What follows belongs to an exercise in optimizing a design on an open flow for small area; a production flow would make more cautious choices. In this exercise RTL edits were held to simulation tests only and were not proved equivalent to the original. No activity file was given, so power comes from the tool's default toggle rates. No driver is modelled on the clock port, so clocking that relies on it looks cheaper here than on a real chip.

// rvm_core_top
module rvm_core_top (
    input  logic        clk,
    input  logic        resetn,
    output logic        o_mem_c_en,
    output logic [31:0] o_mem_addr,
    input  logic [31:0] i_mem_rdata,
    input  logic        i_mem_stall,
    output logic        o_wb_wen,
    output logic [4:0]  o_wb_addr,
    output logic [31:0] o_wb_wdata
);
Settings: LEC_CHECK=0, CAP_MARGIN=20, CORE_MARGIN=2, CORE_UTILIZATION=65, SLEW_MARGIN=20; clock period 10.0 ns.
standard.sh (not shown) runs the stock make flow with config.mk's settings and CLKGATE_MAP_FILE= SYNTH_SCRIPT=/design/flow/synth_recipe.tcl, a recipe that flattens the netlist after the stock synthesis.
==> flow/flow/run.sh <==
#!/bin/bash
# Standard layout (standard.sh), with buf_1 port buffers and CTS sink
# clusters sized for the flip-flop clock-slew limit, without dummy loads.
export BUFFER_PORTS_ARGS="-buffer_cell sky130_fd_sc_hd__buf_1"
export CTS_ARGS="-sink_clustering_enable -repair_clock_nets -dont_use_dummy_load -sink_clustering_size 36 -sink_clustering_max_diameter 80"
bash standard.sh > standard_run.log 2>&1
The starting point passed the timing, DRC and antenna checks.
Edit:
==> flow/flow/run.sh (replaced) <==
#!/bin/bash
export BUFFER_PORTS_ARGS="-buffer_cell sky130_fd_sc_hd__buf_1"
export CTS_ARGS="-sink_clustering_enable -repair_clock_nets -dont_use_dummy_load -sink_clustering_size 35 "
bash standard.sh > standard_run.log 2>&1
Design area is higher by 5.2%. Clock skew is lower by 0.0033 ns. Die area stays the same.
Edit:
==> flow/flow/run.sh (replaced) <==
#!/bin/bash
# Standard layout (standard.sh), with buf_1 port buffers and CTS sink
# clusters sized for the flip-flop clock-slew limit, without dummy loads.
export BUFFER_PORTS_ARGS="-buffer_cell sky130_fd_sc_hd__buf_1"
export CTS_ARGS="-sink_clustering_enable -repair_clock_nets -dont_use_dummy_load -sink_clustering_size 37 -sink_clustering_max_diameter 90"
bash standard.sh > standard_run.log 2>&1
Outcome: The new run ran to the end with no violations. Cell area goes down by about 5%. Setup slack loses 0.039 ns. Clock-buffer cell count goes down by 56. Power goes down by 16%. Sequential cell count does not change.

* * *

Starting RTL as in the previous note.
Settings: LEC_CHECK=0, CAP_MARGIN=20, CORE_MARGIN=2, CORE_UTILIZATION=65, SLEW_MARGIN=20; clock period 10.0 ns.
==> flow/flow/run.sh <==
#!/bin/bash
# Standard layout (standard.sh), with buf_1 port buffers and CTS sink
# clusters sized for the flip-flop clock-slew limit, without dummy loads.
export BUFFER_PORTS_ARGS="-buffer_cell sky130_fd_sc_hd__buf_1"
export CTS_ARGS="-sink_clustering_enable -repair_clock_nets -dont_use_dummy_load -sink_clustering_size 35 -sink_clustering_max_diameter 60"
bash standard.sh > standard_run.log 2>&1
The baseline completed without violations.
Edit:
==> flow/flow/run.sh (replaced) <==
#!/bin/bash
export BUFFER_PORTS_ARGS="-buffer_cell sky130_fd_sc_hd__buf_1"
export CTS_ARGS="-sink_clustering_enable -repair_clock_nets -dont_use_dummy_load -sink_clustering_size 36 -sink_clustering_max_diameter 80"
bash standard.sh > standard_run.log 2>&1
Result: Worst setup slack loses 14 ps. Final cell count is about the same. Power fell by 2.0%. Wire length fell by 1.5%. Die area does not change. Sequential power stays flat. Design area fell by 0.56%. Fmax barely changes. Area after synthesis is unchanged. Clock skew fell by 5.7 ps. Global-route usage fell by 0.21 points.

* * *

The RTL this note starts from:
==> flow/design.v <==
`default_nettype none
package rvm_pkg;
    typedef enum logic [1:0] {
        INSTR_ADD,
        INSTR_ADDI,
        INSTR_LUI,
        INSTR_UNSUPPORTED
    } instr_e;
    typedef enum logic [2:0] {
        ST_POST_RESET,
        ST_FETCH,
        ST_DECODE,
        ST_EX_ADD,
        ST_EX_ADDI,
        ST_EX_LUI,
        ST_EX_NONE,
        ST_INC_PC
    } ctrl_state_e;
    typedef struct packed {
        logic                       c_en;    
        logic [32-1:0]       addr;    
    } mem_req_t;
    typedef struct packed {
        instr_e                     instr;
        logic [5-1:0] rs1;
        logic [5-1:0] rs2;
        logic [5-1:0] rd;
        logic [32-1:0]       imm;     
    } decoded_t;
    typedef struct packed {
        logic                       req;     
        logic [32-1:0]       lhs;
        logic [32-1:0]       rhs;
    } add_req_t;
    typedef struct packed {
        logic                       wen;
        logic [5-1:0] addr;
        logic [32-1:0]       wdata;
    } rd_write_t;
endpackage
`default_nettype wire
`default_nettype none
module rvm_core_top (
    input  logic        clk,
    input  logic        resetn,
    output logic        o_mem_c_en,
    output logic [31:0] o_mem_addr,
    input  logic [31:0] i_mem_rdata,
    input  logic        i_mem_stall,
    output logic        o_wb_wen,
    output logic [4:0]  o_wb_addr,
    output logic [31:0] o_wb_wdata
);
    logic [4:0]  ph;         
    logic        clr;        
    logic        run;        
    logic        have;       
    logic [29:0] pc;         
    logic        last;
    logic        acc;
    logic        sup;
    logic        d_add;
    logic        d_lui;
    assign last = &ph;
    assign o_mem_c_en = !have || (run && last);
    assign o_mem_addr = {pc, 2'b00};
    assign acc = o_mem_c_en && !i_mem_stall;
    assign d_add = i_mem_rdata[6:0] == 7'b0110011 && i_mem_rdata[14:12] == 3'd0 &&
                   i_mem_rdata[31:25] == 7'd0;
    assign d_lui = i_mem_rdata[6:0] == 7'b0110111;
    assign sup   = d_add || d_lui ||
                   (i_mem_rdata[6:0] == 7'b0010011 && i_mem_rdata[14:12] == 3'd0);
    always_ff @(posedge clk or negedge resetn) begin
        if (!resetn) begin
            ph   <= 5'd0;
            clr  <= 1'b1;
            run  <= 1'b1;
            have <= 1'b1;
            pc   <= 30'd0;
        end else begin
            ph <= ph + 5'd1;
            if (acc) pc <= pc + 30'd1;
            if (last) begin
                clr  <= 1'b0;
                run  <= (have && !run) || (acc && sup);
                have <= (have && !run) || (acc && sup);
            end else if (acc && sup) begin
                have <= 1'b1;
            end
        end
    end
    logic [4:0]  rd;
    logic [19:0] iw;         
    logic        is_add;
    logic        is_lui;
    always_ff @(posedge clk) begin
        if (acc) begin
            rd     <= i_mem_rdata[11:7];
            iw     <= i_mem_rdata[31:12];
            is_add <= d_add;
            is_lui <= d_lui;
        end
    end
    logic imm_bit;
    always_comb begin
        if (is_lui) imm_bit = (ph >= 5'd12) ? iw[ph - 5'd12] : 1'b0;
        else        imm_bit = (ph < 5'd12) ? iw[ph + 5'd8] : iw[19];
    end
    logic [31:0] tails;
    logic [31:0] regs [1:31];
    logic        sum;
    logic        wbit;
    assign tails[0] = 1'b0;
    assign wbit = sum && !clr;
    for (genvar i = 1; i < 32; i++) begin : g_reg
        logic sel;
        assign sel = clr || (run && rd == 5'(i));
        assign tails[i] = regs[i][0];
        always_ff @(posedge clk) begin
            regs[i] <= {sel ? wbit : regs[i][0], regs[i][31:1]};
        end
    end
    logic a_bit;
    logic b_bit;
    logic cin;
    logic carry;
    assign a_bit = tails[iw[7:3]] && !is_lui;                
    assign b_bit = is_add ? tails[iw[12:8]] : imm_bit;       
    assign cin   = carry && ph != 5'd0;
    assign sum   = a_bit ^ b_bit ^ cin;
    always_ff @(posedge clk) begin
        carry <= (a_bit & b_bit) | (a_bit & cin) | (b_bit & cin);
    end
    logic [30:0] wb;
    always_ff @(posedge clk) begin
        wb <= {sum, wb[30:1]};
    end
    assign o_wb_wen   = run && last && !clr;
    assign o_wb_addr  = rd;
    assign o_wb_wdata = {sum, wb};
endmodule
`default_nettype wire
Settings: LEC_CHECK=0, CAP_MARGIN=20, CORE_MARGIN=2, CORE_UTILIZATION=65, SLEW_MARGIN=20; clock period 10.0 ns.
==> flow/flow/run.sh <==
#!/bin/bash
# Standard layout (standard.sh), with buf_1 port buffers and CTS sink
# clusters sized for the flip-flop clock-slew limit, without dummy loads.
export BUFFER_PORTS_ARGS="-buffer_cell sky130_fd_sc_hd__buf_1"
export CTS_ARGS="-sink_clustering_enable -repair_clock_nets -dont_use_dummy_load -sink_clustering_size 35 -sink_clustering_max_diameter 60"
bash standard.sh > standard_run.log 2>&1
Then changed:
==> flow/flow/run.sh (replaced) <==
#!/bin/bash
# Standard layout (standard.sh), with buf_1 port buffers and CTS sink
# clusters sized for the flip-flop clock-slew limit, without dummy loads.
export BUFFER_PORTS_ARGS="-buffer_cell sky130_fd_sc_hd__buf_1"
export CTS_ARGS="-sink_clustering_enable -repair_clock_nets -dont_use_dummy_load -sink_clustering_size 24 -sink_clustering_max_diameter 60"
bash standard.sh > standard_run.log 2>&1
=>
- fmax is about the same
- core utilization is higher by 0.60 points
- wire length is higher by 3.8%
- register-to-register slack loses 0.11 ns
- total power is higher by 2.9%
- setup slack loses 0.0088 ns
- global-route usage is higher by 0.81 points
- via count is higher by 1.2%
- design area is higher by 0.84%
Then changed:
==> flow/run.sh (new file) <==
#!/bin/bash
# synth_recipe.tcl (not shown) runs the flow's synth.tcl, then flattens the netlist and writes it again
# the make line also repeats each setting of config.mk as NAME=value (left out here)
make -C /OpenROAD-flow-scripts/flow DESIGN_CONFIG=/design/flow/config.mk WORK_HOME=/design/flow/orfs CLKGATE_MAP_FILE= SYNTH_SCRIPT=/design/flow/synth_recipe.tcl finish
Settings changed: CORE_UTILIZATION 65 to 40.
removed: flow/flow/run.sh
removed: flow/standard.sh
Effect:
- The changed run finished with timing, DRC and antenna clean
- maximum frequency is lower by 8.4%
- setup slack gets worse by 0.56 ns
- die area is higher by 61%
- wire length is higher by 0.84%
- via count is higher by 4.7%
- design area is higher by 11%
- clock skew is lower by 0.057 ns

* * *

## red
Starts from the design.v that is shown in full above.
==> flow/config.mk <==
export PLATFORM = sky130hd
export DESIGN_NAME = rvm_core_top
export DESIGN_NICKNAME = rvm_core_top
export VERILOG_FILES = /design/flow/design.v
export SDC_FILE = /design/flow/constraint.sdc
export NUM_CORES = 4
export LEC_CHECK = 0
export CAP_MARGIN = 20
export CORE_MARGIN = 2
export CORE_UTILIZATION = 65
export SLEW_MARGIN = 20
==> flow/constraint.sdc <==
create_clock -name core_clock -period 10.0 [get_ports {clk}]
set_input_delay 2.0000 -clock core_clock [delete_from_list [all_inputs] [get_ports {clk}]]
set_output_delay 2.0000 -clock core_clock [all_outputs]
set_load 0.01 [all_outputs]
==> flow/flow/run.sh <==
#!/bin/bash
# Standard layout (standard.sh), with buf_1 port buffers and CTS sink
# clusters sized for the flip-flop clock-slew limit, without dummy loads.
export BUFFER_PORTS_ARGS="-buffer_cell sky130_fd_sc_hd__buf_1"
export CTS_ARGS="-sink_clustering_enable -repair_clock_nets -dont_use_dummy_load -sink_clustering_size 30 -sink_clustering_max_diameter 60"
bash standard.sh > standard_run.log 2>&1
red completed end to end with timing, DRC and antenna clean.
#### Input delta (blue over red)
Settings: a change of CORE_UTILIZATION from 65 to 60.
==> flow/flow/run.sh <==
#!/bin/bash
# Standard layout, with the port buffers made from buf_1 and without
# CTS dummy loads. Each tool's output goes to the logs ORFS writes.
cp standard.sh standard_sh_copy.log
cp config.mk config_mk_copy.log
export BUFFER_PORTS_ARGS="-buffer_cell sky130_fd_sc_hd__buf_1"
export CTS_ARGS="-sink_clustering_enable -repair_clock_nets -dont_use_dummy_load"
bash standard.sh > standard_run.log 2>&1
## What came out
The relative area of non-clock buffer cells in the final design on blue is in line with that on red.
Ratio of total power to cell area is higher on blue
Detailed route, blue vs red: via total higher for blue
For red and blue, there was not a single run that failed to finish clean.
Post-route total power up 15% in blue wrt red

-- static timing again, ports no longer ideal --
In the flow no input, the clock included, has a driving cell. The finished layouts below were timed again as built, in two steps. Step 1 (the two cells are an assumption about what drives the block):
set clk [get_ports {clk}]
set_driving_cell -lib_cell sky130_fd_sc_hd__clkbuf_16 $clk
set_driving_cell -lib_cell sky130_fd_sc_hd__buf_2 [delete_from_list [all_inputs] $clk]
Step 2 also shifts input and output timing later by t, the mid clock arrival at the registers, as if the neighbouring blocks saw the same clock. a / b / c = no drivers / after step 1 / after step 2; a / b = the first two.
| run | t (ns) | slack for setup (ns) | worst hold slack (ns) | worst slew at a driven data input, ns |
|---|---|---|---|---|
| the first run of note 1 | 0.620 | 4.510 / 4.457 / 5.077 | 0.270 / 0.270 / 0.270 | 0.08 |
| the second run of note 1 | 0.649 | 4.521 / 4.466 / 5.115 | 0.289 / 0.289 / 0.289 | 0.09 |
| the third run of note 1 | 0.617 | 4.482 / 4.430 / 5.046 | 0.302 / 0.302 / 0.302 | 0.08 |
| the first run of note 2 | 0.621 | 4.523 / 4.471 / 5.091 | 0.274 / 0.274 / 0.274 | 0.08 |
| the second run of note 2 | 0.620 | 4.510 / 4.457 / 5.077 | 0.270 / 0.270 / 0.270 | 0.08 |
| the first run of note 3 | 0.609 | 3.954 / 3.899 / 4.508 | 0.267 / 0.267 / 0.267 | 0.09 |
| the second run of note 3 | 0.625 | 3.945 / 3.889 / 4.514 | 0.268 / 0.268 / 0.268 | 0.09 |
| the third run of note 3 | 0.688 | 3.388 / 3.335 / 4.022 | 0.312 / 0.312 / 0.312 | 0.11 |
| red | 0.615 | 3.954 / 3.898 / 4.513 | 0.286 / 0.286 / 0.286 | 0.09 |
| blue | 0.637 | 3.948 / 3.896 / 4.533 | 0.299 / 0.299 / 0.299 | 0.09 |
After both steps setup and hold are still met in every run listed.
